Context: an optimization exercise on an open-source flow, tuned for small area, a short achievable clock period and few clock cycles per item. The choices shown serve that exercise and are no tape-out recipe.
Function was checked by simulation only, so behaviour that the tests miss may differ from the original.
No activity file was given, so power comes from the tool's default toggle rates.

## tundra
Design muldiv_seq, start of the top module:
module muldiv_seq #(
    parameter int XLEN        = muldiv_pkg::XLEN_DEFAULT,
    parameter int MUL_LATENCY = 1
) (
    input  logic            clk,
    input  logic            rst,
    input  logic            start,
    input  logic [2:0]      op,
    input  logic [XLEN-1:0] rs1,
    input  logic [XLEN-1:0] rs2,
    input  logic            flush,
    output logic            ready,
    output logic            busy,
    output logic            done,
    output logic [XLEN-1:0] result
);
Settings: LEC_CHECK=0, CAP_MARGIN=20, CORE_MARGIN=2, CORE_UTILIZATION=40, SLEW_MARGIN=20; clock period 12.0 ns.
standard.sh (not shown) runs the stock make flow with config.mk's settings and CLKGATE_MAP_FILE= SYNTH_SCRIPT=/design/flow/synth_recipe.tcl, a recipe that flattens the netlist after the stock synthesis.
==> flow/flow/run.sh <==
#!/bin/bash
set -euo pipefail
bash standard.sh SETUP_SLACK_MARGIN=7.5 PLACE_DENSITY=0.75 "CTS_BUF_LIST=sky130_fd_sc_hd__clkbuf_4 sky130_fd_sc_hd__clkbuf_8" "BUFFER_PORTS_ARGS=-buffer_cell sky130_fd_sc_hd__buf_2" finish > flow_standard.log 2>&1
Testbench counts of tundra, summed over its fixed seeds: cycles 39,849, ops 4,000.
Relative to tundra, the following input files were edited for violet:
==> flow/flow/run.sh <==
#!/bin/bash
set -euo pipefail
bash standard.sh SETUP_SLACK_MARGIN=8 PLACE_DENSITY=0.75 "CTS_BUF_LIST=sky130_fd_sc_hd__clkbuf_4 sky130_fd_sc_hd__clkbuf_8" "BUFFER_PORTS_ARGS=-buffer_cell sky130_fd_sc_hd__buf_2" finish > flow_standard.log 2>&1
[summary]
- When the final numbers for tundra and violet were put side by side, the transition time at the pin with the least slew margin turned out to be smaller in violet.
- Looking at tundra and violet, the hold path depth is a wash.
- ~same number of multi-input logic gates in tundra and violet
- In violet the number of clock buffers in the layout turned out 1 higher than in tundra.
- The power per unit of standard cell area number comes out higher for violet vs tundra.
- Footprint of the multi-input gates delta for violet relative to tundra: about 5% higher
- Arithmetic-cell share of the synthesized area counting full adders, half adders and majority gates came out exactly the same in tundra and violet.
- violet: flow completed, timing, DRC and antenna clean
- Re setup slack: violet is 0.21 ns up on tundra.
Edits applied to the flow inputs when going from violet to onyx:
==> flow/flow/run.sh <==
#!/bin/bash
set -euo pipefail
bash standard.sh SETUP_SLACK_MARGIN=7.5 CAP_MARGIN=5 SLEW_MARGIN=5 "CTS_BUF_LIST=sky130_fd_sc_hd__clkbuf_4 sky130_fd_sc_hd__clkbuf_8" "BUFFER_PORTS_ARGS=-buffer_cell sky130_fd_sc_hd__buf_2" finish > flow_standard.log 2>&1
Notes after the runs:
Compared with violet, onyx ends up with less cell area.
Going from violet to onyx, cell-internal power shows a reduction of 3.8%; wire length on met1 saw an increase.
Combinational power share: onyx lower than violet
Fraction of area in non-clock buffers came out lower on onyx than on violet.
Modified inputs, garnet compared to onyx
==> flow/flow/run.sh <==
#!/bin/bash
set -euo pipefail
bash standard.sh SETUP_SLACK_MARGIN=8 "CTS_BUF_LIST=sky130_fd_sc_hd__clkbuf_4 sky130_fd_sc_hd__clkbuf_8" "BUFFER_PORTS_ARGS=-buffer_cell sky130_fd_sc_hd__buf_2" finish > flow_standard.log 2>&1
==> summary.txt <==
Summed instance area of the synthesized netlist came out exactly the same in onyx and garnet.
Taking onyx as the reference, in garnet final cell count saw an increase; number of search-and-repair iterations in the first detailed-routing pass decreased by 5 relative to the old numbers; setup slack after layout went up 0.28 ns; logic depth of the worst setup path including buffers now sits higher.

---

muldiv_seq, a different RTL version from the one above (not shown whole).
Size in the first run: ~2000 cells after synthesis, roughly 110 I/O pins, ~15000 um2 of cells after synthesis.
==> flow/config.mk <==
export PLATFORM = sky130hd
export DESIGN_NAME = muldiv_seq
export DESIGN_NICKNAME = muldiv_seq
export VERILOG_FILES = /design/flow/design.v
export SDC_FILE = /design/flow/constraint.sdc
export NUM_CORES = 4
export LEC_CHECK = 0
export CAP_MARGIN = 20
export CORE_MARGIN = 2
export CORE_UTILIZATION = 40
export SLEW_MARGIN = 20
==> flow/constraint.sdc <==
create_clock -name core_clock -period 12.0 [get_ports {clk}]
set_input_delay 2.4000 -clock core_clock [delete_from_list [all_inputs] [get_ports {clk}]]
set_output_delay 2.4000 -clock core_clock [all_outputs]
set_load 0.01 [all_outputs]
==> flow/flow/run.sh <==
#!/bin/bash
set -euo pipefail
bash standard.sh SETUP_SLACK_MARGIN=8 finish > flow_standard.log 2>&1
Testbench counts at the start, summed over its fixed seeds: cycles 40,746, ops 4,000.
==> next run, changes <==
==> flow/run.sh (new file) <==
#!/bin/bash
# synth_recipe.tcl (not shown) runs the flow's synth.tcl, then flattens the netlist and writes it again
# the make line also repeats each setting of config.mk as NAME=value (left out here)
make -C /OpenROAD-flow-scripts/flow DESIGN_CONFIG=/design/flow/config.mk WORK_HOME=/design/flow/orfs CLKGATE_MAP_FILE= SYNTH_SCRIPT=/design/flow/synth_recipe.tcl finish
removed: flow/flow/run.sh
removed: flow/standard.sh
Outcome: Design area came out lower by 26%. First-iteration DRC count is lower by 18%. Power fell by 26%. Wire length goes down by 13%. Hold slack degrades by 39 ps. Utilization fell by 16 points. Clock-buffer cell count went down by 3.

## port drivers added, routing unchanged
Ports are ideal in the flow. The routed layouts listed here were re-timed in OpenROAD.
Step 1: set_driving_cell puts a clkbuf_16 on clk and a buf_2 on each other input, an assumption about the parent block.
Step 2 moves the port delays by t, midway between the first and last clock arrival at a register: inputs arrive t later, outputs are due t later. That takes back most of the time a late clock gives input paths.
Slacks: no drivers / after step 1 / after step 2; pairs: no drivers / after step 1.
| run | t (ns) | setup WS [ns] | worst hold slack (ns) | cell pins on the clock port's net |
|---|---|---|---|---|
| tundra | 0.533 | 7.599 / 7.599 / 7.283 | 0.476 / 0.476 / 0.476 | 1 |
| violet | 0.524 | 7.806 / 7.806 / 7.597 | 0.456 / 0.456 / 0.456 | 1 |
| onyx | 0.536 | 7.530 / 7.530 / 7.309 | 0.455 / 0.455 / 0.455 | 1 |
| garnet | 0.528 | 7.811 / 7.811 / 7.580 | 0.462 / 0.462 / 0.462 | 1 |
| the first run of note 2 | 0.510 | 6.646 / 6.646 / 6.646 | 0.574 / 0.574 / 0.574 | 1 |
| the second run of note 2 | 0.499 | 4.849 / 4.849 / 4.849 | 0.535 / 0.535 / 0.535 | 1 |
After both steps every run listed still meets setup and hold. The setup slack of tundra, which loses most, moves by 0.000 ns with the drivers and by -0.316 ns with both steps.
